Background: an optimization exercise with open tools, aiming at small area, a short achievable clock period and few clock cycles. Do not read the settings as production practice.
Where RTL was checked, it was by simulation tests only, not by an equivalence proof against the original.
No functional check of the RTL was part of runs 1 and 2.

**flow/config.mk**
```make
export PLATFORM = sky130hd
export DESIGN_NAME = mm2s_cmd_gen
export DESIGN_NICKNAME = mm2s_cmd_gen
export VERILOG_FILES = /design/flow/design.v
export SDC_FILE = /design/flow/constraint.sdc
export NUM_CORES = 4
export LEC_CHECK = 0
export CAP_MARGIN = 20
export CORE_MARGIN = 2
export CORE_UTILIZATION = 40
export SETUP_SLACK_MARGIN = 5
export SLEW_MARGIN = 20
```
**flow/constraint.sdc**
```tcl
create_clock -name core_clock -period 11.0 [get_ports {clk}]
set_input_delay 2.2000 -clock core_clock [delete_from_list [all_inputs] [get_ports {clk}]]
set_output_delay 2.2000 -clock core_clock [all_outputs]
set_load 0.01 [all_outputs]
```
**flow/design.v**
```verilog
package agna_mm2s_pkg;
  localparam int INSTR_VAR_BIT = 63;
  localparam int PTYPE_LSB     = 60;
  localparam int P_IH_LSB      = 47;    
  localparam int P_IW_LSB      = 38;    
  localparam int P_C_LSB       = 18;    
  localparam int P_IWIH_LSB    = 32;    
  localparam int P_EOM_BIT     = 58;
  localparam int V_EOL_BIT     = 60;
  localparam int V_STC_LSB     = 48;    
  localparam int V_STH_LSB     = 29;    
  localparam int V_STW_LSB     = 20;    
  localparam logic [2:0] PT_TILE  = 3'b000;
  localparam logic [2:0] PT_LAYER = 3'b001;
  localparam logic [2:0] PT_IWIH  = 3'b011;
  localparam logic [2:0] PT_BADDR = 3'b111;
  localparam int CMD_BTT_W     = 23;
  localparam int CMD_TYPE_BIT  = 23;
  localparam int CMD_EOF_BIT   = 30;
  localparam int CMD_SADDR_LSB = 32;
  localparam int CMD_TAG_LSB   = 72;
  localparam logic [3:0] TAG_EOM  = 4'b1111;
  localparam logic [3:0] TAG_LAST = 4'b1100;
  localparam logic [3:0] TAG_NONE = 4'b0000;
  localparam logic [1:0] MODE_ROW   = 2'b00;
  localparam logic [1:0] MODE_CHAN  = 2'b01;
  localparam logic [1:0] MODE_WHOLE = 2'b11;
  localparam logic [2:0] S_IDLE = 3'd0;
  localparam logic [2:0] S_C0   = 3'd1;
  localparam logic [2:0] S_C1   = 3'd2;
  localparam logic [2:0] S_C2   = 3'd3;
  localparam logic [2:0] S_GEN  = 3'd4;
endpackage
module mm2s_tile_geom
(
  input  logic [15:0] s,
  input  logic [9:0]  t,
  input  logic [15:0] l,
  output logic        empty,
  output logic [9:0]  r,
  output logic        full
);
  logic [16:0] d;
  logic        t_lt_d;
  assign d      = {1'b0, l} - {1'b0, s};
  assign empty  = d[16] || (d[15:0] == 16'd0);
  assign t_lt_d = (d[15:10] != 6'd0) || (t < d[9:0]);
  assign r      = t_lt_d ? t : d[9:0];
  assign full   = (s == 16'd0) && !t_lt_d;
endmodule
import agna_mm2s_pkg::*;
module mm2s_cmd_gen
#(
  parameter int CORE_INSTR_WIDTH = 64,
  parameter int CORE_CMD_WIDTH   = 80
) (
  input  logic                        clk,
  input  logic                        rst_n,
  input  logic [CORE_INSTR_WIDTH-1:0] s_axis_mm2s_instr_tdata,
  input  logic                        s_axis_mm2s_instr_tvalid,
  output logic                        s_axis_mm2s_instr_tready,
  output logic [CORE_CMD_WIDTH-1:0]   m_axis_mm2s_cmd_tdata,
  output logic                        m_axis_mm2s_cmd_tvalid,
  input  logic                        m_axis_mm2s_cmd_tready
);
  localparam logic [3:0] E_IDLE = 4'd0;
  localparam logic [3:0] E_PC   = 4'd1;    
  localparam logic [3:0] E_PW   = 4'd2;    
  localparam logic [3:0] E_PH   = 4'd3;    
  localparam logic [3:0] E_BUB  = 4'd4;    
  localparam logic [3:0] E_E1   = 4'd5;    
  localparam logic [3:0] E_E2   = 4'd6;    
  localparam logic [3:0] E_D    = 4'd7;    
  localparam logic [3:0] E_WT   = 4'd8;    
  localparam logic [3:0] E_F    = 4'd9;    
  wire [63:0] instr = s_axis_mm2s_instr_tdata;
  logic [8:0]  tile_ih_q, tile_iw_q, layer_ih_q, layer_iw_q;
  logic [9:0]  tile_c_q;
  logic [15:0] layer_c_q;
  logic [17:0] layer_iwih_q;
  logic [31:0] fin_baddr_q;
  logic        eom_q;
  logic [3:0]  est_q, est_d;
  logic [15:0] sc_q;           
  logic [8:0]  sw_q, sh_q;     
  logic [9:0]  rc_q;
  logic [8:0]  rh_q, rw_q;
  logic        eol_q, emp_q, wfull_q, hfull_q;
  logic        need_w_q, need_h_q, prev_c_q, prev_w_q, prev_h_q;
  logic        pend_c_q, pend_w_q, pend_h_q;    
  logic [31:0] acc_q;
  logic [17:0] x_q, x_d;
  logic [9:0]  y_q, y_d;
  logic        a1_acc_q, a1_acc10_q, a2_fin_q, a2_sw_q, a2_niw_q;
  logic        a1_acc_d, a1_acc10_d, a2_fin_d, a2_sw_d, a2_niw_d;
  logic        tready_q;
  logic        w_valid_q, w_last_q, w_tl_q;
  logic [31:0] w_addr_q;
  logic [18:0] w_delta_q;
  logic [22:0] w_btt_q;
  logic [8:0]  w_hlen_q, w_hrem_q, w_iw_q;
  logic [9:0]  w_crem_q;
  logic        instr_hs, var_hs, ho, adv, wrap;
  logic [31:0] mac, mac_a1, mac_a2, w_sum;
  logic        whole, chan;
  logic        cl_c, cl_w, cl_h, cl_zero;
  logic [15:0] cl_s, cl_l;
  logic [9:0]  cl_t, cl_r;
  logic        cl_e, cl_f, pend_left;
  logic [9:0]  rc_cur;
  logic [8:0]  rh_cur, sw_cur, sh_cur;
  logic [15:0] sc_cur;
  logic        wfull_cur, hfull_cur;
  assign whole = wfull_q && hfull_q;
  assign chan  = wfull_q && !hfull_q;
  assign s_axis_mm2s_instr_tready = tready_q;
  assign instr_hs = s_axis_mm2s_instr_tvalid && tready_q;
  assign var_hs   = instr_hs && instr[INSTR_VAR_BIT];
  assign adv = w_valid_q && m_axis_mm2s_cmd_tready;
  assign ho  = (est_q == E_F) && !emp_q &&
               (!w_valid_q || (m_axis_mm2s_cmd_tready && w_last_q));
  assign mac_a1 = a1_acc_q ? acc_q : a1_acc10_q ? {acc_q[21:0], 10'b0} : 32'd0;
  assign mac_a2 = a2_fin_q ? fin_baddr_q : a2_sw_q ? 32'(sw_q) :
                  a2_niw_q ? {14'h3fff, ~layer_iwih_q} : 32'd0;
  assign mac    = mac_a1 + mac_a2 + 32'(x_q) * 32'(y_q);
  assign cl_zero = !(prev_c_q || prev_w_q || prev_h_q);
  assign cl_c = prev_c_q || (cl_zero && pend_c_q);
  assign cl_w = prev_w_q || (cl_zero && !pend_c_q && pend_w_q);
  assign cl_h = prev_h_q || (cl_zero && !pend_c_q && !pend_w_q && pend_h_q);
  assign pend_left = (pend_c_q && !cl_c) || (pend_w_q && !cl_w) || (pend_h_q && !cl_h);
  always_comb begin
    cl_s = cl_zero ? 16'd0 : acc_q[15:0];
    if (cl_c)      begin cl_t = tile_c_q;       cl_l = layer_c_q;       end
    else if (cl_w) begin cl_t = 10'(tile_iw_q); cl_l = 16'(layer_iw_q); end
    else           begin cl_t = 10'(tile_ih_q); cl_l = 16'(layer_ih_q); end
  end
  mm2s_tile_geom u_clip (
    .s (cl_s), .t (cl_t), .l (cl_l), .empty (cl_e), .r (cl_r), .full (cl_f));
  assign rc_cur    = cl_c ? cl_r : rc_q;
  assign rh_cur    = cl_h ? cl_r[8:0] : rh_q;
  assign wfull_cur = cl_w ? cl_f : wfull_q;
  assign hfull_cur = cl_h ? cl_f : hfull_q;
  assign sc_cur    = prev_c_q ? acc_q[15:0] : sc_q;
  assign sw_cur    = prev_w_q ? acc_q[8:0] : sw_q;
  assign sh_cur    = prev_h_q ? acc_q[8:0] : sh_q;
  always_comb begin
    logic to_e, to_f;
    est_d      = est_q;
    x_d        = x_q;
    y_d        = y_q;
    a1_acc_d   = 1'b0;
    a1_acc10_d = 1'b0;
    a2_fin_d   = 1'b0;
    a2_sw_d    = 1'b0;
    a2_niw_d   = 1'b0;
    to_e       = 1'b0;
    to_f       = 1'b0;
    case (est_q)
      E_IDLE: ;
      E_PC: begin
        if (need_w_q)      begin est_d = E_PW; x_d = 18'(tile_iw_q); y_d = 10'(sw_q); end
        else if (need_h_q) begin est_d = E_PH; x_d = 18'(tile_ih_q); y_d = 10'(sh_q); end
        else                     est_d = E_BUB;
      end
      E_PW: begin
        if (need_h_q) begin est_d = E_PH; x_d = 18'(tile_ih_q); y_d = 10'(sh_q); end
        else to_e = 1'b1;
      end
      E_PH:  to_e = 1'b1;
      E_BUB: to_e = 1'b1;
      E_E1: begin
        est_d = E_E2;
        x_d = layer_iwih_q; y_d = sc_q[9:0];
        a1_acc10_d = 1'b1; a2_fin_d = 1'b1;
      end
      E_E2: begin
        if ((sw_cur != 9'd0) || (sh_cur != 9'd0)) begin
          est_d = E_D;
          x_d = 18'(layer_iw_q); y_d = 10'(sh_cur);
          a1_acc_d = 1'b1; a2_sw_d = 1'b1;
        end else to_f = 1'b1;
      end
      E_D:  to_f = 1'b1;
      E_WT: to_f = 1'b1;
      E_F: begin
        if (ho || emp_q) est_d = E_IDLE;
        a2_niw_d = a2_niw_q;      
      end
      default: est_d = E_IDLE;
    endcase
    if (to_e) begin
      x_d = layer_iwih_q;
      if (sc_cur[15:10] != 6'd0) begin
        est_d = E_E1; y_d = {4'b0, sc_cur[15:10]};
      end else begin
        est_d = E_E2; y_d = sc_cur[9:0]; a2_fin_d = 1'b1;
      end
    end
    if (to_f) begin
      if (pend_left) est_d = E_WT;
      else begin
        est_d = E_F;
        if (wfull_cur && hfull_cur) begin x_d = layer_iwih_q; y_d = rc_cur; end
        else if (wfull_cur) begin x_d = 18'(layer_iw_q); y_d = 10'(rh_cur); end
        else begin x_d = 18'(layer_iw_q); y_d = 10'(rh_cur - 9'd1); a2_niw_d = 1'b1; end
      end
    end
    if (var_hs) begin
      a2_niw_d = 1'b0;
      if (instr[V_STC_LSB +: 10] != 10'd0) begin
        est_d = E_PC; x_d = 18'(tile_c_q); y_d = instr[V_STC_LSB +: 10];
      end else if (instr[V_STW_LSB +: 9] != 9'd0) begin
        est_d = E_PW; x_d = 18'(tile_iw_q); y_d = 10'(instr[V_STW_LSB +: 9]);
      end else if (instr[V_STH_LSB +: 9] != 9'd0) begin
        est_d = E_PH; x_d = 18'(tile_ih_q); y_d = 10'(instr[V_STH_LSB +: 9]);
      end else begin
        est_d = E_E2; x_d = layer_iwih_q; y_d = '0; a2_fin_d = 1'b1;
      end
    end
  end
  always_ff @(posedge clk) begin
    if (instr_hs && !instr[INSTR_VAR_BIT]) begin
      case (instr[PTYPE_LSB +: 3])
        PT_TILE: begin
          tile_ih_q <= instr[P_IH_LSB +: 9];
          tile_iw_q <= instr[P_IW_LSB +: 9];
          tile_c_q  <= instr[P_C_LSB +: 10];
        end
        PT_LAYER: begin
          layer_ih_q <= instr[P_IH_LSB +: 9];
          layer_iw_q <= instr[P_IW_LSB +: 9];
          layer_c_q  <= instr[P_C_LSB +: 16];
        end
        PT_IWIH:  layer_iwih_q <= instr[P_IWIH_LSB +: 18];
        PT_BADDR: begin
          eom_q       <= instr[P_EOM_BIT];
          fin_baddr_q <= instr[31:0];
        end
        default: ;
      endcase
    end
    if (est_q != E_IDLE && est_q != E_F && est_q != E_WT) acc_q <= mac;
    x_q        <= x_d;
    y_q        <= y_d;
    a1_acc_q   <= a1_acc_d;
    a1_acc10_q <= a1_acc10_d;
    a2_fin_q   <= a2_fin_d;
    a2_sw_q    <= a2_sw_d;
    a2_niw_q   <= a2_niw_d;
    prev_c_q   <= (est_q == E_PC);
    prev_w_q   <= (est_q == E_PW);
    prev_h_q   <= (est_q == E_PH);
    if (prev_c_q) sc_q <= acc_q[15:0];
    if (prev_w_q) sw_q <= acc_q[8:0];
    if (prev_h_q) sh_q <= acc_q[8:0];
    if (cl_c) rc_q <= cl_r;
    if (cl_w) begin rw_q <= cl_r[8:0]; wfull_q <= cl_f; end
    if (cl_h) begin rh_q <= cl_r[8:0]; hfull_q <= cl_f; end
    emp_q    <= emp_q || ((cl_c || cl_w || cl_h) && cl_e);
    pend_c_q <= pend_c_q && !cl_c;
    pend_w_q <= pend_w_q && !cl_w;
    pend_h_q <= pend_h_q && !cl_h;
    if (var_hs) begin
      sc_q     <= {6'b0, instr[V_STC_LSB +: 10]};
      sw_q     <= instr[V_STW_LSB +: 9];
      sh_q     <= instr[V_STH_LSB +: 9];
      eol_q    <= instr[V_EOL_BIT];
      need_w_q <= (instr[V_STW_LSB +: 9] != 9'd0);
      need_h_q <= (instr[V_STH_LSB +: 9] != 9'd0);
      pend_c_q <= (instr[V_STC_LSB +: 10] == 10'd0);
      pend_w_q <= (instr[V_STW_LSB +: 9] == 9'd0);
      pend_h_q <= (instr[V_STH_LSB +: 9] == 9'd0);
      emp_q    <= 1'b0;
    end
    if (!rst_n) begin
      est_q    <= E_IDLE;
      tready_q <= 1'b1;
    end else begin
      est_q    <= est_d;
      tready_q <= (est_d == E_IDLE) ||
                  ((est_d == E_F) && !emp_q && !(ho || (w_valid_q && !(adv && w_last_q))));
    end
  end
  assign wrap  = (w_hrem_q == 9'd1);
  assign w_sum = w_addr_q + (wrap ? {{13{w_delta_q[18]}}, w_delta_q} : 32'(w_iw_q));
  always_ff @(posedge clk) begin
    if (ho) begin
      w_addr_q  <= acc_q;
      w_btt_q   <= wfull_q ? mac[22:0] : 23'(rw_q);
      w_delta_q <= chan ? 19'(layer_iwih_q) : ~mac[18:0];
      w_hlen_q  <= wfull_q ? 9'd1 : rh_q;
      w_hrem_q  <= wfull_q ? 9'd1 : rh_q;
      w_crem_q  <= whole ? 10'd1 : rc_q;
      w_last_q  <= whole || ((rc_q == 10'd1) && (chan || (rh_q == 9'd1)));
      w_tl_q    <= eol_q && eom_q;
      w_iw_q    <= layer_iw_q;
    end else if (adv) begin
      w_addr_q <= w_sum;
      if (wrap) begin
        w_hrem_q  <= w_hlen_q;
        w_crem_q  <= w_crem_q - 10'd1;
        w_last_q  <= (w_crem_q == 10'd2) && (w_hlen_q == 9'd1);
      end else begin
        w_hrem_q  <= w_hrem_q - 9'd1;
        w_last_q  <= (w_crem_q == 10'd1) && (w_hrem_q == 9'd2);
      end
    end
    if (!rst_n) w_valid_q <= 1'b0;
    else if (ho) w_valid_q <= 1'b1;
    else if (adv && w_last_q) w_valid_q <= 1'b0;
  end
  assign m_axis_mm2s_cmd_tvalid = w_valid_q;
  always_comb begin
    m_axis_mm2s_cmd_tdata = '0;
    m_axis_mm2s_cmd_tdata[CMD_BTT_W-1:0]       = w_btt_q;
    m_axis_mm2s_cmd_tdata[CMD_TYPE_BIT]        = 1'b1;
    m_axis_mm2s_cmd_tdata[CMD_EOF_BIT]         = 1'b1;
    m_axis_mm2s_cmd_tdata[CMD_SADDR_LSB +: 32] = w_addr_q;
    m_axis_mm2s_cmd_tdata[CMD_TAG_LSB +: 4]    = {w_last_q, w_last_q,
                                                  w_last_q && w_tl_q, w_last_q && w_tl_q};
  end
endmodule
```
**flow/run.sh**
```bash
#!/bin/bash
# synth_recipe.tcl (not shown) runs the flow's synth.tcl, then flattens the netlist and writes it again
# the make line also repeats each setting of config.mk as NAME=value (left out here)
make -C /OpenROAD-flow-scripts/flow DESIGN_CONFIG=/design/flow/config.mk WORK_HOME=/design/flow/orfs CLKGATE_MAP_FILE= SYNTH_SCRIPT=/design/flow/synth_recipe.tcl finish
```
==> impl_results.md, run 1 <==
* Initial Utilization at 40.2%
* Die ar. at slightly below 70,000 µm²
* Tmin final at about 5900 ps
* Critical Path Slowest Stage Cell: or4_4
* Max_slew headroom at a little over a fifth
* I/O Pins at 150
* GPL Wtd Cong at just under 1
* Arr. time, crit path at ~6400 ps
* Most common cell in the netlist: nand2_1
* Root buf cell: clkbuf_16
* Number of synthesized flops with an enable pin at between 200 and 300
* CP Capture Type: flop
* Cell count after synthesis at 2,769
* Synthesized area at 26,900 µm²
* Top-area cell type share of the netlist area at between 30% and 40%
* Top post-synthesis cells by area: edfxtp_1, fa_1, dfxtp_1, ha_1, nand2_1
* Initial antenna violation count at 7
* Max_cap viols at 0
* Clock-pin slew on the worst setup and hold paths at approximately 60 ps
* Tightest Pin Transition at approximately 1200 ps
* CP Max Fanout at 24
* CTS tree: done
* Hold crit path type: flop to flop
* Die Wd at 263 µm
* Area Growth Syn to Fin at 18.5%
* CP Launch Type: flop
* Num CTS Buffers at 44
* Residual DRC at 0
* Hold buffer count at cts at 0
* # setup viols final at 0
* RSZ-0062 raised after global routing: true
* Largest net degree at the start of global routing at slightly below 90
* Count of cell types in the netlist at between 90 and 100
* Vias in the first global route at 21,200
* CP delay by family, top: simple AND/OR/NAND/NOR gates
* Die H at between 200 and 300 µm
* Async SR Flop Fraction at 0%
* IO Port Bufs at 127
* Synthesized area per cell at 9.70 µm²
* Final hold viol count at 0
* Area of the core at about 67,000 µm²
* CTS Sinks at 370
* Fmax achieved at around 0.17 GHz
* Max stage delay on crit path at about 580 ps
* CP Class: flop to flop
* Clk buf depth at 3
* Register bit total from synthesis at 370
* First-pass GRT wire length at approximately 140,000 µm
* Nets@finish at roughly 3,300
* Layout cells sized above 1 at 12.2%
* Synth area leader: edfxtp_1
* GRT Resource Usage Total at roughly 27%
* Setup TNS at 0 ps
* Final Cycle Share at around 54%
* WL/cell at 24.8 µm
* Post-synth top flop: edfxtp_1
* Status: timing/DRC/antenna clean
* Critical Path RT at between 10,000 and 15,000 ps
* Routed Antenna Nets at 0
* CTS H-Tree Depth at 2
* DRT iter0 DRCs at 2,629
* Vias at roughly 22,000
* Final Skew at approximately 14 ps
* Vias per inst at between 5 and 6
* DRT Pass-1 Iters at 8
* Buf/Inv on CP at 6
* Clock latency on the worst-skew pair at around 600 ps
* Seq/Total Area, Yosys at approximately 38%
* Num rows at 95
* Slew Viols, Final at 0
* Synth top cells by count: nand2_1, edfxtp_1, inv_1
* Final wirelength at roughly 95,000 µm
* GRT Residual Overflow at 0
* Post-DP HPWL at ~70,000 µm
* YS warnings at 1
-- sequential cells by signal (all words and copies together) (netlist names), 10 cells and up --
name	cells
layer_c_q	16
w_btt_q	23
layer_iwih_q	18
w_crem_q	10
w_delta_q	19
tile_c_q	10
sc_q	16
x_q	18
acc_q	32
fin_baddr_q	32
y_q	10
w_addr_q	32
rc_q	10
-- worst min-delay path, delay by kind of cell, from the launching register on --
| kind | cells | cell delay, ps |
|---|---|---|
| flops | 1 | 310 |
| simple gates | 1 | 60 |
| compound gates | 1 | 80 |
-- cells by family after synthesis --
family,count (synthesis),synth area share [%]
and+or+nand+nor,918,15.8
adders and majority gates,327,20.4
AOI/OAI and AO/OA,587,14.5
buffers and inverters,412,6.21
muxes,68,2.63
DFF,370,37.6
other,2,0.0280
xor gates and xnor gates,85,2.80
-- cell usage in the layout (no fill, tap or decap), types with 8 or more instances in the layout --
cell type / count
mux2_2: 14
clkdlybuf4s50_1: 127
o31ai_1: 10
clkbuf_16: 47
and3_1: 21
clkbuf_1: 9
xnor2_1: 53
nor2b_1: 17
nand4_1: 14
nor2_1: 212
o211ai_1: 9
nand2_1: 377
ha_1: 134
o21ai_0: 106
dfxtp_2: 13
nand2b_1: 18
a31oi_1: 26
a21oi_2: 18
a22o_1: 18
o21bai_1: 9
inv_1: 239
a211oi_1: 29
buf_4: 97
nor4_1: 20
fa_1: 183
nor3_1: 23
a21o_1: 38
conb_1: 21
edfxtp_1: 270
xor2_1: 28
nand3_1: 46
mux2i_1: 50
clkinv_2: 9
dfxtp_1: 80
and2_1: 99
a21oi_1: 166
a222oi_1: 19
o21a_1: 21
buf_6: 8
-- layer usage --
metal / wire [µm] / global-route usage [%]
met3: 8270 / 4.58
met5: 36 / 0
met2: 41800 / 41.4
met4: 4750 / 11.4
met1: 40300 / 37.3
-- stage by stage --
stage          hold WS, ps  setup slack (ps)  instance area [µm²]  instances  utilization [%]
2_1_floorplan          447              5010                26900       2788                -
3_3_place_gp           481              4090                29000       3667             43.4
3_5_place_dp           494              4000                29000       3667             43.4
4_1_cts                502              5010                30800       3767             46.2
5_1_grt                541              4900                31800       3825             47.6
6_report               508              5100                31800       3829             47.6
-- cell type report --
cell class              instances  area [µm²]
repair inverters                1        5.00
clock buffers                  55        1160
diodes                          4        10.0
multi-input cells            2008       15800
clock inverters                26         265
inverters                     246         938
flip-flops and latches        370       10200
fillers                      6249       35000
well taps                     873        1090
repair buffers                246        2370
-- path summary, 6_finish.rpt --
kind              startpoint  slack, ps      end  cells past startpoint
setup reg to reg    pend_c_q       5100   y_q[3]                     29
setup / recovery    pend_c_q       5100   y_q[3]                     29
hold reg to reg      sc_q[9]        510  sc_q[9]                      2
hold / removal       sc_q[9]        510  sc_q[9]                      2
-- repair_timing --
action                                  CTS  global route
gates cloned                              3             5
setup buffers                            16            53
resized for setup                        63           113
pin swaps                                12            51
endpoints found under the setup margin   63            51
==> inputs of run 2 (changes only) <==
--- a/flow/design.v
+++ b/flow/design.v
@@ -68,11 +68,12 @@
   localparam logic [3:0] E_PW   = 4'd2;    
   localparam logic [3:0] E_PH   = 4'd3;    
   localparam logic [3:0] E_BUB  = 4'd4;    
-  localparam logic [3:0] E_E1   = 4'd5;    
-  localparam logic [3:0] E_E2   = 4'd6;    
-  localparam logic [3:0] E_D    = 4'd7;    
+  localparam logic [3:0] E_E    = 4'd5;    
+  localparam logic [3:0] E_D    = 4'd6;    
+  localparam logic [3:0] E_D2   = 4'd7;    
   localparam logic [3:0] E_WT   = 4'd8;    
-  localparam logic [3:0] E_F    = 4'd9;    
+  localparam logic [3:0] E_F1   = 4'd9;    
+  localparam logic [3:0] E_F    = 4'd10;   
   wire [63:0] instr = s_axis_mm2s_instr_tdata;
   logic [8:0]  tile_ih_q, tile_iw_q, layer_ih_q, layer_iw_q;
   logic [9:0]  tile_c_q;
@@ -81,6 +82,7 @@
   logic [31:0] fin_baddr_q;
   logic        eom_q;
   logic [3:0]  est_q, est_d;
+  logic [1:0]  dg_q, dg_d;      
   logic [15:0] sc_q;           
   logic [8:0]  sw_q, sh_q;     
   logic [9:0]  rc_q;
@@ -89,10 +91,11 @@
   logic        need_w_q, need_h_q, prev_c_q, prev_w_q, prev_h_q;
   logic        pend_c_q, pend_w_q, pend_h_q;    
   logic [31:0] acc_q;
+  logic [16:0] eb_q;           
   logic [17:0] x_q, x_d;
-  logic [9:0]  y_q, y_d;
-  logic        a1_acc_q, a1_acc10_q, a2_fin_q, a2_sw_q, a2_niw_q;
-  logic        a1_acc_d, a1_acc10_d, a2_fin_d, a2_sw_d, a2_niw_d;
+  logic [5:0]  y_q, y_d;
+  logic        a1_acc_q, a1_acc6_q, a1_eb6_q, a2_fin_q, a2_sw_q, a2_niw_q;
+  logic        a1_acc_d, a1_acc6_d, a1_eb6_d, a2_fin_d, a2_sw_d, a2_niw_d;
   logic        tready_q;
   logic        w_valid_q, w_last_q, w_tl_q;
   logic [31:0] w_addr_q;
@@ -111,6 +114,12 @@
   logic [8:0]  rh_cur, sw_cur, sh_cur;
   logic [15:0] sc_cur;
   logic        wfull_cur, hfull_cur;
+  function automatic logic [1:0] top_dig(input logic [15:0] v);
+    top_dig = (v[15:12] != 4'd0) ? 2'd2 : (v[11:6] != 6'd0) ? 2'd1 : 2'd0;
+  endfunction
+  function automatic logic [5:0] dig(input logic [15:0] v, input logic [1:0] k);
+    dig = (k == 2'd2) ? {2'b0, v[15:12]} : (k == 2'd1) ? v[11:6] : v[5:0];
+  endfunction
   assign whole = wfull_q && hfull_q;
   assign chan  = wfull_q && !hfull_q;
   assign s_axis_mm2s_instr_tready = tready_q;
@@ -119,7 +128,9 @@
   assign adv = w_valid_q && m_axis_mm2s_cmd_tready;
   assign ho  = (est_q == E_F) && !emp_q &&
                (!w_valid_q || (m_axis_mm2s_cmd_tready && w_last_q));
-  assign mac_a1 = a1_acc_q ? acc_q : a1_acc10_q ? {acc_q[21:0], 10'b0} : 32'd0;
+  assign mac_a1 = a1_acc_q  ? acc_q :
+                  a1_acc6_q ? {acc_q[25:0], 6'b0} :
+                  a1_eb6_q  ? 32'({eb_q, 6'b0}) : 32'd0;
   assign mac_a2 = a2_fin_q ? fin_baddr_q : a2_sw_q ? 32'(sw_q) :
                   a2_niw_q ? {14'h3fff, ~layer_iwih_q} : 32'd0;
   assign mac    = mac_a1 + mac_a2 + 32'(x_q) * 32'(y_q);
@@ -144,77 +155,118 @@
   assign sw_cur    = prev_w_q ? acc_q[8:0] : sw_q;
   assign sh_cur    = prev_h_q ? acc_q[8:0] : sh_q;
   always_comb begin
-    logic to_e, to_f;
+    logic        to_e, to_f, to_pw, to_ph;
+    logic [15:0] fv;
     est_d      = est_q;
+    dg_d       = 2'd0;
     x_d        = x_q;
     y_d        = y_q;
     a1_acc_d   = 1'b0;
-    a1_acc10_d = 1'b0;
+    a1_acc6_d  = 1'b0;
+    a1_eb6_d   = 1'b0;
     a2_fin_d   = 1'b0;
     a2_sw_d    = 1'b0;
     a2_niw_d   = 1'b0;
     to_e       = 1'b0;
     to_f       = 1'b0;
+    to_pw      = 1'b0;
+    to_ph      = 1'b0;
+    fv         = '0;
     case (est_q)
       E_IDLE: ;
       E_PC: begin
-        if (need_w_q)      begin est_d = E_PW; x_d = 18'(tile_iw_q); y_d = 10'(sw_q); end
-        else if (need_h_q) begin est_d = E_PH; x_d = 18'(tile_ih_q); y_d = 10'(sh_q); end
-        else                     est_d = E_BUB;
+        if (dg_q != 2'd0) begin
+          dg_d = dg_q - 2'd1; y_d = dig(sc_q, dg_q - 2'd1); a1_acc6_d = 1'b1;
+        end else if (need_w_q) to_pw = 1'b1;
+        else if (need_h_q)     to_ph = 1'b1;
+        else                   est_d = E_BUB;
       end
       E_PW: begin
-        if (need_h_q) begin est_d = E_PH; x_d = 18'(tile_ih_q); y_d = 10'(sh_q); end
-        else to_e = 1'b1;
+        if (dg_q != 2'd0) begin
+          dg_d = dg_q - 2'd1; y_d = dig(16'(sw_q), dg_q - 2'd1); a1_acc6_d = 1'b1;
+        end else if (need_h_q) to_ph = 1'b1;
+        else                   to_e = 1'b1;
+      end
+      E_PH: begin
+        if (dg_q != 2'd0) begin
+          dg_d = dg_q - 2'd1; y_d = dig(16'(sh_q), dg_q - 2'd1); a1_acc6_d = 1'b1;
+        end else to_e = 1'b1;
       end
-      E_PH:  to_e = 1'b1;
       E_BUB: to_e = 1'b1;
-      E_E1: begin
-        est_d = E_E2;
-        x_d = layer_iwih_q; y_d = sc_q[9:0];
-        a1_acc10_d = 1'b1; a2_fin_d = 1'b1;
-      end
-      E_E2: begin
-        if ((sw_cur != 9'd0) || (sh_cur != 9'd0)) begin
+      E_E: begin
+        if (dg_q != 2'd0) begin
+          dg_d = dg_q - 2'd1; y_d = dig(sc_q, dg_q - 2'd1); a1_acc6_d = 1'b1;
+          a2_fin_d = (dg_q == 2'd1);
+        end else if ((sw_cur != 9'd0) || (sh_cur != 9'd0)) begin
           est_d = E_D;
-          x_d = 18'(layer_iw_q); y_d = 10'(sh_cur);
+          x_d = 18'(layer_iw_q); y_d = sh_cur[5:0];
           a1_acc_d = 1'b1; a2_sw_d = 1'b1;
         end else to_f = 1'b1;
       end
-      E_D:  to_f = 1'b1;
+      E_D: begin
+        if (sh_q[8:6] != 3'd0) begin
+          est_d = E_D2;
+          x_d = {3'b0, layer_iw_q, 6'b0}; y_d = {3'b0, sh_q[8:6]};
+          a1_acc_d = 1'b1;
+        end else to_f = 1'b1;
+      end
+      E_D2: to_f = 1'b1;
       E_WT: to_f = 1'b1;
+      E_F1: begin
+        est_d = E_F;
+        fv = whole ? 16'(rc_q) : chan ? 16'(rh_q) : 16'(rh_q - 9'd1);
+        y_d = fv[5:0]; a1_eb6_d = 1'b1; a2_niw_d = !wfull_q;
+      end
       E_F: begin
         if (ho || emp_q) est_d = E_IDLE;
-        a2_niw_d = a2_niw_q;      
+        a1_eb6_d = a1_eb6_q;      
+        a2_niw_d = a2_niw_q;
       end
       default: est_d = E_IDLE;
     endcase
+    if (to_pw) begin
+      est_d = E_PW; x_d = 18'(tile_iw_q);
+      dg_d = top_dig(16'(sw_q)); y_d = dig(16'(sw_q), top_dig(16'(sw_q)));
+    end
+    if (to_ph) begin
+      est_d = E_PH; x_d = 18'(tile_ih_q);
+      dg_d = top_dig(16'(sh_q)); y_d = dig(16'(sh_q), top_dig(16'(sh_q)));
+    end
     if (to_e) begin
-      x_d = layer_iwih_q;
-      if (sc_cur[15:10] != 6'd0) begin
-        est_d = E_E1; y_d = {4'b0, sc_cur[15:10]};
-      end else begin
-        est_d = E_E2; y_d = sc_cur[9:0]; a2_fin_d = 1'b1;
-      end
+      est_d = E_E; x_d = layer_iwih_q;
+      dg_d = top_dig(sc_cur); y_d = dig(sc_cur, top_dig(sc_cur));
+      a2_fin_d = (top_dig(sc_cur) == 2'd0);
     end
     if (to_f) begin
       if (pend_left) est_d = E_WT;
       else begin
-        est_d = E_F;
-        if (wfull_cur && hfull_cur) begin x_d = layer_iwih_q; y_d = rc_cur; end
-        else if (wfull_cur) begin x_d = 18'(layer_iw_q); y_d = 10'(rh_cur); end
-        else begin x_d = 18'(layer_iw_q); y_d = 10'(rh_cur - 9'd1); a2_niw_d = 1'b1; end
+        if (wfull_cur && hfull_cur) begin x_d = layer_iwih_q;     fv = 16'(rc_cur); end
+        else if (wfull_cur)         begin x_d = 18'(layer_iw_q); fv = 16'(rh_cur); end
+        else                        begin x_d = 18'(layer_iw_q); fv = 16'(rh_cur - 9'd1); end
+        if (fv[11:6] != 6'd0) begin
+          est_d = E_F1; y_d = fv[11:6];
+        end else begin
+          est_d = E_F; y_d = fv[5:0]; a2_niw_d = !wfull_cur;
+        end
       end
     end
     if (var_hs) begin
+      a1_eb6_d = 1'b0;
       a2_niw_d = 1'b0;
       if (instr[V_STC_LSB +: 10] != 10'd0) begin
-        est_d = E_PC; x_d = 18'(tile_c_q); y_d = instr[V_STC_LSB +: 10];
+        est_d = E_PC; x_d = 18'(tile_c_q);
+        dg_d = top_dig(16'(instr[V_STC_LSB +: 10]));
+        y_d = dig(16'(instr[V_STC_LSB +: 10]), top_dig(16'(instr[V_STC_LSB +: 10])));
       end else if (instr[V_STW_LSB +: 9] != 9'd0) begin
-        est_d = E_PW; x_d = 18'(tile_iw_q); y_d = 10'(instr[V_STW_LSB +: 9]);
+        est_d = E_PW; x_d = 18'(tile_iw_q);
+        dg_d = top_dig(16'(instr[V_STW_LSB +: 9]));
+        y_d = dig(16'(instr[V_STW_LSB +: 9]), top_dig(16'(instr[V_STW_LSB +: 9])));
       end else if (instr[V_STH_LSB +: 9] != 9'd0) begin
-        est_d = E_PH; x_d = 18'(tile_ih_q); y_d = 10'(instr[V_STH_LSB +: 9]);
+        est_d = E_PH; x_d = 18'(tile_ih_q);
+        dg_d = top_dig(16'(instr[V_STH_LSB +: 9]));
+        y_d = dig(16'(instr[V_STH_LSB +: 9]), top_dig(16'(instr[V_STH_LSB +: 9])));
       end else begin
-        est_d = E_E2; x_d = layer_iwih_q; y_d = '0; a2_fin_d = 1'b1;
+        est_d = E_E; x_d = layer_iwih_q; y_d = '0; dg_d = 2'd0; a2_fin_d = 1'b1;
       end
     end
   end
@@ -239,17 +291,21 @@
         default: ;
       endcase
     end
-    if (est_q != E_IDLE && est_q != E_F && est_q != E_WT) acc_q <= mac;
+    if (est_q == E_PC || est_q == E_PW || est_q == E_PH || est_q == E_E ||
+        est_q == E_D || est_q == E_D2) acc_q <= mac;
+    if (est_q == E_F1) eb_q <= mac[16:0];
+    dg_q       <= dg_d;
     x_q        <= x_d;
     y_q        <= y_d;
     a1_acc_q   <= a1_acc_d;
-    a1_acc10_q <= a1_acc10_d;
+    a1_acc6_q  <= a1_acc6_d;
+    a1_eb6_q   <= a1_eb6_d;
     a2_fin_q   <= a2_fin_d;
     a2_sw_q    <= a2_sw_d;
     a2_niw_q   <= a2_niw_d;
-    prev_c_q   <= (est_q == E_PC);
-    prev_w_q   <= (est_q == E_PW);
-    prev_h_q   <= (est_q == E_PH);
+    prev_c_q   <= (est_q == E_PC) && (dg_q == 2'd0);
+    prev_w_q   <= (est_q == E_PW) && (dg_q == 2'd0);
+    prev_h_q   <= (est_q == E_PH) && (dg_q == 2'd0);
     if (prev_c_q) sc_q <= acc_q[15:0];
     if (prev_w_q) sw_q <= acc_q[8:0];
     if (prev_h_q) sh_q <= acc_q[8:0];
==> run 2 against run 1 <==
Net effect:
- die area is 2.0% lower
- critical path depth is 1 higher
- count of clock-buffer cells in the layout is 2 lower
- fmax is 9.3% lower
- core utilization is 0.17 points higher
- critical path type unchanged
- largest cell class unchanged
- highest routed layer is now met4
==> impl_results.md, run 2 <==
* Status: timing/DRC/antenna clean
* # setup viols final at 0
* Final std cells w/o fill at 3,843
* Vias per inst at between 5 and 6
* Max_cap viols at 0
* CTS tree: done
* Met2 usage at a little over two fifths
* CP Capture Type: flop
* Die ar. at ~68,000 µm²
* YS warnings at 1
* WHS Endpoint: w_tl_q
* CP Max Fanout at 6
* Met1 global-route usage at 39.8%
* Most common cell in the netlist: nand2_1
* Cell count after synthesis at about 2,800
* CTS Sinks at just under 400
* Most used cell along the critical path: buf_12
* First-pass GRT wire length at between 100,000 and 150,000 µm
* Post-DP HPWL at 73,100 µm
* DRT Pass-1 Iters at 8
* Fin util at between 40% and 50%
* CP Launch Type: flop
* Clock latency on the worst-skew pair at around 620 ps
* Cells after DPL at roughly 3,700
* Post-synth top flop: edfxtp_1
* RSZ-0062 raised after global routing: true
* Num CTS Buffers at between 40 and 50
* GPL Wtd Cong at ~0.96
* Vias in the first global route at about 21,000
* Final Cycle Share at roughly three fifths
* I/O Pins at 150
* Tightest Pin Transition at ~1100 ps
* Synthesized area per cell at around 9.5 µm²
* Vias at roughly 23,000
* GRT Resource Usage Total at roughly 28%
* Hold crit path type: flop to flop
* Largest net degree at the start of global routing at 71
* CP Class: flop to flop
* DRT iter0 DRCs at about 2,700
* Max_slew headroom at between 20% and 30%
* R2R cell count at 30
* Initial antenna violation count at 3
* Residual DRC at 0
* WL/cell at 25.5 µm
* Area Growth Syn to Fin at 18.8%
* Root buf cell: clkbuf_16
* Arr. time, crit path at ~7000 ps
* Final WS setup at roughly 4500 ps
* RR Endpoint: y_q[3]
* Hold buffer count at cts at 0
* Count of cell types in the netlist at 94
* Crit. path cell count at 30
* Slew Viols, Final at 0
* Placed instance area at between 20,000 and 30,000 µm²
* Met3 Use GR at under 10%
* Routed Antenna Nets at 0
* GRT Residual Overflow at 0
* Top-area cell type share of the netlist area at between 30% and 40%
* Hold wc startpoint: eom_q
* Clock-pin slew on the worst setup and hold paths at 60 ps
* Final hold viol count at 0
* CP delay by family, top: compound AO/OA/AOI/OAI gates
* Most frequent cells in the layout: nand2_1, edfxtp_1, nor2_1, a21oi_1, o21ai_0
* Area of the core at 65,400 µm²
* Commonest non-fill, non-tap cell in the layout: nand2_1
* R2R Setup Slk at approximately 4500 ps
* Final wirelength at between 90,000 and 100,000 µm
* IO Port Bufs at approximately 130
* Num rows at 94
* Async SR Flop Fraction at 0%
* Top post-synthesis cells by area: edfxtp_1, fa_1, dfxtp_1, ha_1, nand2_1
* Die H at 261 µm
* Number of synthesized flops with an enable pin at around 290
* Layout cells sized above 1 at roughly an eighth
* Die Wd at roughly 260 µm
* Clk buf depth at 3
* Grt peak-use layer: met2
* Setup TNS at 0 ps
* Place WS at just under 3000 ps
* Tmin final at about 6500 ps
* Max stage delay on crit path at approximately 480 ps
* Synthesized area at around 26,000 µm²
* Synth area leader: edfxtp_1
* Hold Crit Depth at 1
* Initial Utilization at approximately 40%
* Seq/Total Area, Yosys at 40.4%
* Buf/Inv on CP at 6
* Critical Path Slowest Stage Cell: or4b_4
* Critical Path RT at between 10,000 and 15,000 ps
* Final Hold Slack at ~520 ps
* Worst setup path startpoint: prev_c_q
* Nets@finish at between 3,000 and 4,000
* CTS H-Tree Depth at 2
* Final Skew at 53.9 ps
* Synth top cells by count: nand2_1, edfxtp_1, nor2_1
* Fmax achieved at 0.154 GHz
* Cell area after layout at between 30,000 and 40,000 µm²
* Regs by FF count: acc_q x32, fin_baddr_q x32, w_addr_q x32
* R2R Path Start: prev_c_q
* Register bit total from synthesis at 387
run 2: changes by cell type in the layout (fill, tap and decap cells not counted), moves of 14 or more:
cell / previous run / this run
nor3_1: 23 / 45
fa_1: 183 / 110
a222oi_1: 19 / 2
nand2_1: 377 / 330
buf_4: 97 / 128
nor2_1: 212 / 244
edfxtp_1: 270 / 287
a21oi_1: 166 / 205
a22oi_1: 7 / 28
mux2i_1: 50 / 71
o211ai_1: 9 / 26
a21o_1: 38 / 24
inv_1: 239 / 158
o21ai_0: 106 / 170
run 2: area by class of cell:
type | count | area, µm²
fill | 6179 | 34100
tap | 864 | 1080
clock inverter | 25 | 303
clock buffer | 53 | 1180
antenna | 2 | 5.00
multi-input combinational | 2084 | 15000
sequential | 387 | 10600
inverter | 164 | 618
timing repair buffer | 264 | 2400
run 2: worst max-delay path by stage:
stage	slack [ps]	end
2_1_floorplan	4750	est_q[0]
3_3_place_gp	3040	est_q[0]
3_5_place_dp	2970	est_q[0]
4_1_cts	4510	y_q[3]
5_1_grt	4260	y_q[1]
6_report	4500	y_q[3]
run 2: repair_timing:
item | 4_1_cts | 5_1_grt
resized for setup | 78 | 56
buffers inserted | 54 | 31
endpoints found under the setup margin | 85 | 36
cloned | 3 | 1
pin swaps | 34 | 35
run 2: routing by layer:
metal / wire (µm) / part of all wire, %
met3: 9120 / 9.3
met5: 0 / 0
met2: 43400 / 44
met1: 41500 / 42
met4: 4160 / 4.2
run 2: kinds of logic after synthesis:
family,Yosys count,synth area share [%]
AO/OA/AOI/OAI,700,16.7
multiplexers,96,3.88
AND/OR/NAND/NOR,948,16.9
flip-flops,387,40.4
other,2,0.0285
XOR/XNOR,80,2.66
buffers and inverters,324,5.05
adder cells (fa/ha/maj),238,14.5
==> inputs of run 3 (changes only) <==
--- a/flow/design.v
+++ b/flow/design.v
@@ -32,20 +32,32 @@
   localparam logic [2:0] S_GEN  = 3'd4;
 endpackage
 module mm2s_tile_geom
-(
-  input  logic [15:0] s,
-  input  logic [9:0]  t,
-  input  logic [15:0] l,
-  output logic        empty,
-  output logic [9:0]  r,
-  output logic        full
+#(
+  parameter int W  = 16,    
+  parameter int TW = 10     
+) (
+  input  logic [15:0]   s,
+  input  logic [TW-1:0] t,
+  input  logic [W-1:0]  l,
+  output logic          empty,
+  output logic [TW-1:0] r,
+  output logic          full
 );
-  logic [16:0] d;
-  logic        t_lt_d;
-  assign d      = {1'b0, l} - {1'b0, s};
-  assign empty  = d[16] || (d[15:0] == 16'd0);
-  assign t_lt_d = (d[15:10] != 6'd0) || (t < d[9:0]);
-  assign r      = t_lt_d ? t : d[9:0];
+  logic [W:0] d;
+  logic       s_hi, t_lt_d;
+  if (W < 16) begin : g_narrow
+    assign s_hi = (s[15:W] != '0);
+  end else begin : g_wide
+    assign s_hi = 1'b0;
+  end
+  assign d      = {1'b0, l} - {1'b0, s[W-1:0]};
+  assign empty  = s_hi || d[W] || (d[W-1:0] == '0);
+  if (W > TW) begin : g_dwide
+    assign t_lt_d = (d[W-1:TW] != '0) || (t < d[TW-1:0]);
+  end else begin : g_dnarrow
+    assign t_lt_d = (t < d[TW-1:0]);
+  end
+  assign r      = t_lt_d ? t : d[TW-1:0];
   assign full   = (s == 16'd0) && !t_lt_d;
 endmodule
 import agna_mm2s_pkg::*;
@@ -89,7 +101,6 @@
   logic [8:0]  rh_q, rw_q;
   logic        eol_q, emp_q, wfull_q, hfull_q;
   logic        need_w_q, need_h_q, prev_c_q, prev_w_q, prev_h_q;
-  logic        pend_c_q, pend_w_q, pend_h_q;    
   logic [31:0] acc_q;
   logic [16:0] eb_q;           
   logic [17:0] x_q, x_d;
@@ -106,14 +117,15 @@
   logic        instr_hs, var_hs, ho, adv, wrap;
   logic [31:0] mac, mac_a1, mac_a2, w_sum;
   logic        whole, chan;
-  logic        cl_c, cl_w, cl_h, cl_zero;
-  logic [15:0] cl_s, cl_l;
+  logic        cl_any;
+  logic [15:0] cl_l;
   logic [9:0]  cl_t, cl_r;
-  logic        cl_e, cl_f, pend_left;
-  logic [9:0]  rc_cur;
-  logic [8:0]  rh_cur, sw_cur, sh_cur;
+  logic        cl_e, cl_f;
+  logic [8:0]  sw_cur, sh_cur;
   logic [15:0] sc_cur;
-  logic        wfull_cur, hfull_cur;
+  logic        zc_e, zw_e, zh_e, zw_f, zh_f, zc_unused;
+  logic [9:0]  zc_r;
+  logic [8:0]  zw_r, zh_r;
   function automatic logic [1:0] top_dig(input logic [15:0] v);
     top_dig = (v[15:12] != 4'd0) ? 2'd2 : (v[11:6] != 6'd0) ? 2'd1 : 2'd0;
   endfunction
@@ -134,23 +146,20 @@
   assign mac_a2 = a2_fin_q ? fin_baddr_q : a2_sw_q ? 32'(sw_q) :
                   a2_niw_q ? {14'h3fff, ~layer_iwih_q} : 32'd0;
   assign mac    = mac_a1 + mac_a2 + 32'(x_q) * 32'(y_q);
-  assign cl_zero = !(prev_c_q || prev_w_q || prev_h_q);
-  assign cl_c = prev_c_q || (cl_zero && pend_c_q);
-  assign cl_w = prev_w_q || (cl_zero && !pend_c_q && pend_w_q);
-  assign cl_h = prev_h_q || (cl_zero && !pend_c_q && !pend_w_q && pend_h_q);
-  assign pend_left = (pend_c_q && !cl_c) || (pend_w_q && !cl_w) || (pend_h_q && !cl_h);
+  assign cl_any = prev_c_q || prev_w_q || prev_h_q;
   always_comb begin
-    cl_s = cl_zero ? 16'd0 : acc_q[15:0];
-    if (cl_c)      begin cl_t = tile_c_q;       cl_l = layer_c_q;       end
-    else if (cl_w) begin cl_t = 10'(tile_iw_q); cl_l = 16'(layer_iw_q); end
-    else           begin cl_t = 10'(tile_ih_q); cl_l = 16'(layer_ih_q); end
+    if (prev_c_q)      begin cl_t = tile_c_q;       cl_l = layer_c_q;       end
+    else if (prev_w_q) begin cl_t = 10'(tile_iw_q); cl_l = 16'(layer_iw_q); end
+    else               begin cl_t = 10'(tile_ih_q); cl_l = 16'(layer_ih_q); end
   end
   mm2s_tile_geom u_clip (
-    .s (cl_s), .t (cl_t), .l (cl_l), .empty (cl_e), .r (cl_r), .full (cl_f));
-  assign rc_cur    = cl_c ? cl_r : rc_q;
-  assign rh_cur    = cl_h ? cl_r[8:0] : rh_q;
-  assign wfull_cur = cl_w ? cl_f : wfull_q;
-  assign hfull_cur = cl_h ? cl_f : hfull_q;
+    .s (acc_q[15:0]), .t (cl_t), .l (cl_l), .empty (cl_e), .r (cl_r), .full (cl_f));
+  mm2s_tile_geom u_zclip_c (
+    .s (16'd0), .t (tile_c_q), .l (layer_c_q), .empty (zc_e), .r (zc_r), .full (zc_unused));
+  mm2s_tile_geom #(.W(9), .TW(9)) u_zclip_w (
+    .s (16'd0), .t (tile_iw_q), .l (layer_iw_q), .empty (zw_e), .r (zw_r), .full (zw_f));
+  mm2s_tile_geom #(.W(9), .TW(9)) u_zclip_h (
+    .s (16'd0), .t (tile_ih_q), .l (layer_ih_q), .empty (zh_e), .r (zh_r), .full (zh_f));
   assign sc_cur    = prev_c_q ? acc_q[15:0] : sc_q;
   assign sw_cur    = prev_w_q ? acc_q[8:0] : sw_q;
   assign sh_cur    = prev_h_q ? acc_q[8:0] : sh_q;
@@ -238,15 +247,15 @@
       a2_fin_d = (top_dig(sc_cur) == 2'd0);
     end
     if (to_f) begin
-      if (pend_left) est_d = E_WT;
+      if (cl_any) est_d = E_WT;
       else begin
-        if (wfull_cur && hfull_cur) begin x_d = layer_iwih_q;     fv = 16'(rc_cur); end
-        else if (wfull_cur)         begin x_d = 18'(layer_iw_q); fv = 16'(rh_cur); end
-        else                        begin x_d = 18'(layer_iw_q); fv = 16'(rh_cur - 9'd1); end
+        if (whole)     begin x_d = layer_iwih_q;     fv = 16'(rc_q); end
+        else if (chan) begin x_d = 18'(layer_iw_q); fv = 16'(rh_q); end
+        else           begin x_d = 18'(layer_iw_q); fv = 16'(rh_q - 9'd1); end
         if (fv[11:6] != 6'd0) begin
           est_d = E_F1; y_d = fv[11:6];
         end else begin
-          est_d = E_F; y_d = fv[5:0]; a2_niw_d = !wfull_cur;
+          est_d = E_F; y_d = fv[5:0]; a2_niw_d = !wfull_q;
         end
       end
     end
@@ -309,13 +318,10 @@
     if (prev_c_q) sc_q <= acc_q[15:0];
     if (prev_w_q) sw_q <= acc_q[8:0];
     if (prev_h_q) sh_q <= acc_q[8:0];
-    if (cl_c) rc_q <= cl_r;
-    if (cl_w) begin rw_q <= cl_r[8:0]; wfull_q <= cl_f; end
-    if (cl_h) begin rh_q <= cl_r[8:0]; hfull_q <= cl_f; end
-    emp_q    <= emp_q || ((cl_c || cl_w || cl_h) && cl_e);
-    pend_c_q <= pend_c_q && !cl_c;
-    pend_w_q <= pend_w_q && !cl_w;
-    pend_h_q <= pend_h_q && !cl_h;
+    if (prev_c_q) rc_q <= cl_r;
+    if (prev_w_q) begin rw_q <= cl_r[8:0]; wfull_q <= cl_f; end
+    if (prev_h_q) begin rh_q <= cl_r[8:0]; hfull_q <= cl_f; end
+    emp_q <= emp_q || (cl_any && cl_e);
     if (var_hs) begin
       sc_q     <= {6'b0, instr[V_STC_LSB +: 10]};
       sw_q     <= instr[V_STW_LSB +: 9];
@@ -323,10 +329,14 @@
       eol_q    <= instr[V_EOL_BIT];
       need_w_q <= (instr[V_STW_LSB +: 9] != 9'd0);
       need_h_q <= (instr[V_STH_LSB +: 9] != 9'd0);
-      pend_c_q <= (instr[V_STC_LSB +: 10] == 10'd0);
-      pend_w_q <= (instr[V_STW_LSB +: 9] == 9'd0);
-      pend_h_q <= (instr[V_STH_LSB +: 9] == 9'd0);
-      emp_q    <= 1'b0;
+      rc_q     <= zc_r;
+      rw_q     <= zw_r;
+      wfull_q  <= zw_f;
+      rh_q     <= zh_r;
+      hfull_q  <= zh_f;
+      emp_q    <= ((instr[V_STC_LSB +: 10] == 10'd0) && zc_e) ||
+                  ((instr[V_STW_LSB +: 9] == 9'd0) && zw_e) ||
+                  ((instr[V_STH_LSB +: 9] == 9'd0) && zh_e);
     end
     if (!rst_n) begin
       est_q    <= E_IDLE;
==> flow/flow/run.sh (new file) <==
#!/bin/bash
# Standard layout, with timing repair aiming at 7 ns below the clock period.
set -euo pipefail
bash standard.sh SETUP_SLACK_MARGIN=7 finish > standard_flow.log 2>&1
==> flow/standard.sh (new file) <==
#!/bin/bash
# synth_recipe.tcl (not shown) runs the flow's synth.tcl, then flattens the netlist and writes it again
# the make line also repeats each setting of config.mk as NAME=value (left out here)
make -C /OpenROAD-flow-scripts/flow DESIGN_CONFIG=/design/flow/config.mk WORK_HOME=/design/flow/orfs CLKGATE_MAP_FILE= SYNTH_SCRIPT=/design/flow/synth_recipe.tcl "${@:-finish}"
--- a/flow/config.mk
+++ b/flow/config.mk
@@ -8,5 +8,4 @@
 export CAP_MARGIN = 20
 export CORE_MARGIN = 2
 export CORE_UTILIZATION = 40
-export SETUP_SLACK_MARGIN = 5
 export SLEW_MARGIN = 20
removed: flow/run.sh
==> run 3 against run 2 <==
Net effect:
- register-to-register slack improved by 1500 ps
- critical path type unchanged
- synthesized area rose by 5.8%
- still clean on timing, DRC and antenna
- core utilization rose by 5.6 points
==> impl_results.md, run 3 <==
* Status: timing/DRC/antenna clean
* DRT iter0 DRCs at roughly 3,300
* Routed Antenna Nets at 0
* CP Capture Type: flop
* Count of cell types in the netlist at roughly 90
* Final Skew at 22.3 ps
* Initial Utilization at 40.5%
* Most used cell along the critical path: fa_1
* Tmin final at ~5000 ps
* CP cell instances: buf_12 > nand2_2 > fa_1 > inv_2 > fa_1 > fa_1 > inv_1 > fa_1 > inv_2 > ha_4 > a2111oi_4 > nor3_2 > buf_4 > nand2_4 > nand2_4 > a21o_1 > a2111o_1 > o211ai_1 > buf_4 > a21oi_1
* Fmax achieved at between 0.2 and 0.25 GHz
* # setup viols final at 0
* GRT Resource Usage Total at 31.8%
* Final wirelength at 117,000 µm
* Num CTS Buffers at 47
* Vias in the first global route at approximately 25,000
* CP delay by family, top: adder cells
* CTS tree: done
* Tightest Pin Transition at between 1000 and 1500 ps
* Buf/Inv on CP at 6
* Fillers at 5,989
* Arr. time, crit path at around 5300 ps
* GPL Wtd Cong at slightly above 1
* GRT Residual Overflow at 0
* Cell count after synthesis at 2,915
* Max_cap viols at 0
* Hold crit path type: flop to flop
* Slew Viols, Final at 0
* Largest net degree at the start of global routing at 62
* Synthesized area per cell at between 9 and 10 µm²
* CP Launch Type: flop
* Number of synthesized flops with an enable pin at roughly 310
* Root buf cell: clkbuf_16
* Most common cell in the netlist: edfxtp_1
* Met3 Use GR at between 5 and 6%
* Synth Area in Adders at between 10% and 20%
* CTS Sinks at ~380
* Hold wc startpoint: sc_q[10]
* Setup TNS at 0 ps
* Clock-pin slew on the worst setup and hold paths at approximately 60 ps
* Area of the core at a little under 70,000 µm²
* Synth area leader: edfxtp_1
* Synth Area in Compound Gates at between 10% and 20%
* Die ar. at ~70,000 µm²
* Grt peak-use layer: met2
* Num rows at 96
* Area Growth Syn to Fin at 31.9%
* Max_slew headroom at between 20% and 30%
* CP Max Fanout at 6
* Clk buf depth at 3
* Placed instance area at between 30,000 and 40,000 µm²
* Met1 global-route usage at 42.5%
* IO Port Bufs at 127
* Met2 usage at between 40% and 50%
* Post-DP HPWL at roughly 81,000 µm
* WL/cell at between 20 and 30 µm
* Worst setup path startpoint: y_q[2]
* DRT Pass-1 Iters at 8
* CTS H-Tree Depth at 2
* Hold buffer count at cts at 0
* Synth top cells by count: edfxtp_1, nand2_1, inv_1
* Final Cycle Share at a little under half
* Vias at 25,700
* Async SR Flop Fraction at 0%
* Top post-synthesis cells by area: edfxtp_1, fa_1, ha_1, dfxtp_1, mux2i_1
* Die H at approximately 270 µm
* Post-Synth Simple-Gate Area at 15.8%
* Initial antenna violation count at 3
* I/O Pins at 150
* Xor and xnor area share after synthesis at 2.33%
* RSZ-0062 raised after global routing: true
* Final hold viol count at 0
* Layout cells sized above 1 at 23.6%
* Cell area after layout at ~37,000 µm²
* Residual DRC at 0
* Nets@finish at around 3,600
* Commonest non-fill, non-tap cell in the layout: edfxtp_1
* Most frequent cells in the layout: edfxtp_1, nand2_1, inv_1, buf_4, nor2_1
* Register bit total from synthesis at 384
* Synthesized area at approximately 28,000 µm²
* Critical Path Slowest Stage Cell: fa_1
* Critical Path RT at between 10,000 and 15,000 ps
* R2R Path Start: y_q[2]
* Largest family of logic cells by synthesized area: compound AO/OA/AOI/OAI gates
* YS warnings at 1
* Post-synth top flop: edfxtp_1
* Multiplexer area fraction after synthesis at 4.36%
* Die Wd at between 200 and 300 µm
* First-pass GRT wire length at 167,000 µm
* Vias per inst at just over 6
* Regs by FF count: acc_q x32, fin_baddr_q x32, w_addr_q x32
* Clock latency on the worst-skew pair at between 600 and 700 ps
* Max stage delay on crit path at 530 ps
* CP Class: flop to flop
* Top-area cell type share of the netlist area at between 30% and 40%
* Seq/Total Area, Yosys at between 30% and 40%
==> run 3: through the flow <==
| step | utilization, % | instances | hold WS, ps | worst slack (ps) |
|---|---|---|---|---|
| finish | 53.4 | 4199 | 558 | 6030 |
| global route | 53.4 | 4198 | 588 | 5870 |
| CTS | 51.7 | 4133 | 539 | 6140 |
| detailed placement | 44.2 | 3865 | 530 | 5280 |
| global placement | 44.1 | 3864 | 523 | 5380 |
| floorplan | - | 2934 | 472 | 6250 |
==> run 3: worst register-to-register path: stages, from the launching register on <==
cell and delay [ps]:
dfxtp_4 440, buf_12 130, nand2_2 40, fa_1 510
inv_2 40, fa_1 470, fa_1 530, inv_1 50
fa_1 490, inv_2 50, ha_4 250, a2111oi_4 360
nor3_2 70, buf_4 170, nand2_4 90, nand2_4 60
a21o_1 180, a2111o_1 380, o211ai_1 120, buf_4 180
a21oi_1 80
==> run 3: logic make-up after synthesis <==
group,Yosys count
AND/OR/NAND/NOR,890
AO/OA/AOI/OAI,780
buffers and inverters,403
flip-flops,384
adder cells (fa/ha/maj),262
multiplexers,120
XOR/XNOR,74
other,2
==> run 3: worst paths after layout <==
check	to	slack [ps]	cells past startpoint
setup / recovery	w_delta_q[16]	6030	20
setup reg to reg	w_delta_q[16]	6030	20
hold / removal	sc_q[10]	560	2
hold reg to reg	sc_q[10]	560	2
==> run 3: what timing repair did <==
action                                  4_1_cts  5_1_grt
endpoints found under the setup margin      227      182
pin swaps                                   131      112
setup buffers                               172       64
gates resized for setup                     435      157
cloned                                        8        1
==> run 3: metal layers <==
layer	share of wire (%)	wire [µm]
met2	44	51200
met5	0	0
met3	9.3	10900
met1	40	46800
met4	6.9	8050
==> run 3: final cells by class <==
class	instances	area, µm²	share of cell area, %
tap	931	1160	3.17
clock inverter	28	385	1.05
timing repair buffer	411	4090	11.1
antenna	1	2.50	0.00681
clock buffer	60	1270	3.47
multi-input combinational	2149	18100	49.2
sequential	384	10800	29.5
inverter	234	922	2.51
timing repair inverter	1	6.26	0.0170
Testbench counts of run 3, summed over its fixed seeds: cycles 12,595.
==> inputs of run 4 (changes only) <==
==> flow/run.sh (new file) <==
#!/bin/bash
# synth_recipe.tcl (not shown) runs the flow's synth.tcl, then flattens the netlist and writes it again
# the make line also repeats each setting of config.mk as NAME=value (left out here)
make -C /OpenROAD-flow-scripts/flow DESIGN_CONFIG=/design/flow/config.mk WORK_HOME=/design/flow/orfs CLKGATE_MAP_FILE= SYNTH_SCRIPT=/design/flow/synth_recipe.tcl finish
--- a/flow/config.mk
+++ b/flow/config.mk
@@ -8,4 +8,5 @@
 export CAP_MARGIN = 20
 export CORE_MARGIN = 2
 export CORE_UTILIZATION = 40
+export SETUP_SLACK_MARGIN = 5
 export SLEW_MARGIN = 20
removed: flow/flow/run.sh
removed: flow/standard.sh
==> run 4 against run 3 <==
Net effect:
- critical path depth decreased by 4
- hold slack got worse by 30 ps
- sequential cell count unchanged
- still clean on timing, DRC and antenna
- final cell count down 5.9%
- synthesized area is the same
- global-route usage fell by 2.3 points
- fmax decreased by 14%
- critical endpoint unchanged
==> impl_results.md, run 4 <==
* Status: timing/DRC/antenna clean
* CTS Sinks at around 380
* WL/cell at ~27 µm
* Critical Path Slowest Stage Cell: edfxtp_1
* Synthesized area per cell at 9.55 µm²
* YS warnings at 1
* Max_cap viols at 0
* I/O Pins at 150
* GPL Wtd Cong at slightly above 1
* Residual DRC at 0
* Final hold viol count at 0
* Number of synthesized flops with an enable pin at between 300 and 400
* GRT Resource Usage Total at around 30%
* Area Growth Syn to Fin at 13.3%
* Die ar. at 71,700 µm²
* DRT iter0 DRCs at between 2,000 and 3,000
* Final Cycle Share at approximately 52%
* Arr. time, crit path at ~6100 ps
* CP Launch Type: flop
* Post-DP HPWL at just over 80,000 µm
* Tightest Pin Transition at 1240 ps
* Die Wd at around 270 µm
* Count of cell types in the netlist at 89
* Resized Gates After CTS at 0
* Post-synth top flop: edfxtp_1
* First-pass GRT wire length at about 150,000 µm
* CTS tree: done
* Placed instance area at ~30,000 µm²
* Postcts setup bufs at 0
* Clock latency on the worst-skew pair at slightly above 600 ps
* Final Skew at approximately 41 ps
* Async SR Flop Fraction at 0%
* CP Max Fanout at 10
* Vias at approximately 24,000
* Vias per inst at between 6 and 7
* CTS H-Tree Depth at 2
* Fmax achieved at roughly 0.17 GHz
* WL met2 at around 45,000 µm
* Vias in the first global route at approximately 23,000
* Metal1 wirelength at roughly 44,000 µm
* Num CTS Buffers at 45
* Die H at between 200 and 300 µm
* Top-area cell type share of the netlist area at between 30% and 40%
* GRT Residual Overflow at 0
* Num rows at 96
* Routed wl met3 at 10,200 µm
* CP delay by family, top: compound AO/OA/AOI/OAI gates
* Largest net degree at the start of global routing at 72
* Clk buf depth at 3
* Cell area after layout at 31,500 µm²
* CP Class: flop to flop
* Critical Path RT at ~11,000 ps
* Final wirelength at approximately 110,000 µm
* DRT Pass-1 Iters at 7
* Register bit total from synthesis at about 380
* Hold buffer count at cts at 0
* Layout cells sized above 1 at 5.99%
* CP cell instances: inv_1 > a21oi_1 > fa_1 > fa_1 > inv_1 > fa_1 > inv_1 > ha_1 > o21ai_0 > o21ai_0 > nand2_1 > nand2_1 > a21o_1 > a21oi_1 > o211ai_1 > a21oi_1
* Synthesized area at around 28,000 µm²
* Cell count after synthesis at just under 3,000
* # setup viols final at 0
* CP Capture Type: flop
* Routed Antenna Nets at 0
* Regs by FF count: acc_q x32, fin_baddr_q x32, w_addr_q x32
* Commonest non-fill, non-tap cell in the layout: edfxtp_1
* Initial antenna violation count at 3
* Hold crit path type: flop to flop
* Seq/Total Area, Yosys at between 30% and 40%
* Area of the core at around 70,000 µm²
* Setup TNS at 0 ps
* Synth top cells by count: edfxtp_1, nand2_1, inv_1
* Initial Utilization at about two fifths
* Most common cell in the netlist: edfxtp_1
* Clock-pin slew on the worst setup and hold paths at 60 ps
* Tmin final at about 5700 ps
* Max Used Layer: met5
* Root buf cell: clkbuf_16
* IO Port Bufs at about 130
* Nets@finish at 3,314
* Top post-synthesis cells by area: edfxtp_1, fa_1, ha_1, dfxtp_1, mux2i_1
* Fillers at around 6,600
* Most frequent cells in the layout: edfxtp_1, nand2_1, inv_1, a21oi_1, nor2_1
* RSZ-0062 raised after global routing: false
* Buf/Inv on CP at 3
* Max_slew headroom at between 15 and 20%
* Synth area leader: edfxtp_1
* Slew Viols, Final at 0
* Max stage delay on crit path at approximately 840 ps
[run 4: final timing paths]
| check | slack [ps] | start | endpoint | cells after the start |
|---|---|---|---|---|
| setup reg to reg | 5250 | acc_q[6] | w_delta_q[16] | 16 |
| hold reg to reg | 530 | a1_eb6_q | a1_eb6_q | 2 |
| hold / removal | 530 | a1_eb6_q | a1_eb6_q | 2 |
| setup / recovery | 5250 | acc_q[6] | w_delta_q[16] | 16 |
[run 4: routing by layer]
layer  global-route usage [%]  vias to the layer above
met5                        0                        -
met4                     15.8                        2
met3                     5.87                      283
met2                     44.4                     1343
met1                     40.2                    11600
li1                         -                    10700
[run 4: logic make-up after synthesis]
family	Yosys count	synth area share [%]
AO/OA/AOI/OAI	780	18.1
XOR/XNOR	74	2.33
adder cells (fa/ha/maj)	262	14.8
buffers and inverters	403	5.85
flip-flops	384	38.7
multiplexers	120	4.36
other	2	0.0270
AND/OR/NAND/NOR	890	15.8
[run 4: metrics by stage]
step / util [%] / hold WS, ps / worst slack, ps / instances
detailed placement: 43.7 / 508 / 5070 / 3867
floorplan: - / 472 / 5420 / 2934
global placement: 43.6 / 497 / 5190 / 3866
CTS: 45.8 / 522 / 5050 / 3951
finish: 45.9 / 528 / 5250 / 3953
global route: 45.9 / 592 / 5010 / 3952
[run 4: area by class of cell]
cell class | count | area, µm² | area share (%)
Timing Repair Buffer | 172 | 1620 | 5.13
Tap cell | 931 | 1160 | 3.69
Clock buffer | 53 | 1190 | 3.77
Multi-Input combinational cell | 2147 | 15600 | 49.5
Sequential cell | 384 | 10800 | 34.2
Clock inverter | 31 | 305 | 0.968
Inverter | 234 | 881 | 2.79
Antenna cell | 1 | 2.50 | 0.00794
[run 4: worst reg2reg max path, stage by stage (launching register included)]
cell	delay (ps)
edfxtp_1	840
inv_1	360
a21oi_1	380
fa_1	510
fa_1	550
inv_1	60
fa_1	470
inv_1	40
ha_1	350
o21ai_0	170
o21ai_0	530
nand2_1	160
nand2_1	150
a21o_1	150
a21oi_1	90
o211ai_1	530
a21oi_1	130

re-timing with driven ports:
The results above use ideal ports. As a check the final layouts listed here were re-extracted and re-timed, cells and wires unchanged. Step 1: set_driving_cell puts a clkbuf_16 on clk and a buf_2 on each other input, an assumption about the parent block. Step 2 times the ports against the registers' clock, not the clock port: input delays grow and output delays shrink by t, the midpoint of the rising clock arrivals with the driver on. Slacks: ideal ports / drivers / drivers and shift; pairs: ideal ports / drivers.
run	t, ns	setup WS [ns]	worst hold slack (ns)	slew at the worst register clock pin (ns)
run 1	0.641	5.099 / 5.099 / 5.099	0.508 / 0.508 / 0.508	0.06 / 0.06
run 2	0.659	4.497 / 4.497 / 4.497	0.524 / 0.524 / 0.524	0.07 / 0.07
run 3	0.659	6.033 / 6.033 / 6.033	0.558 / 0.558 / 0.558	0.07 / 0.07
run 4	0.663	5.251 / 5.251 / 5.251	0.528 / 0.528 / 0.528	0.07 / 0.07
After both steps every run listed still meets setup and hold.
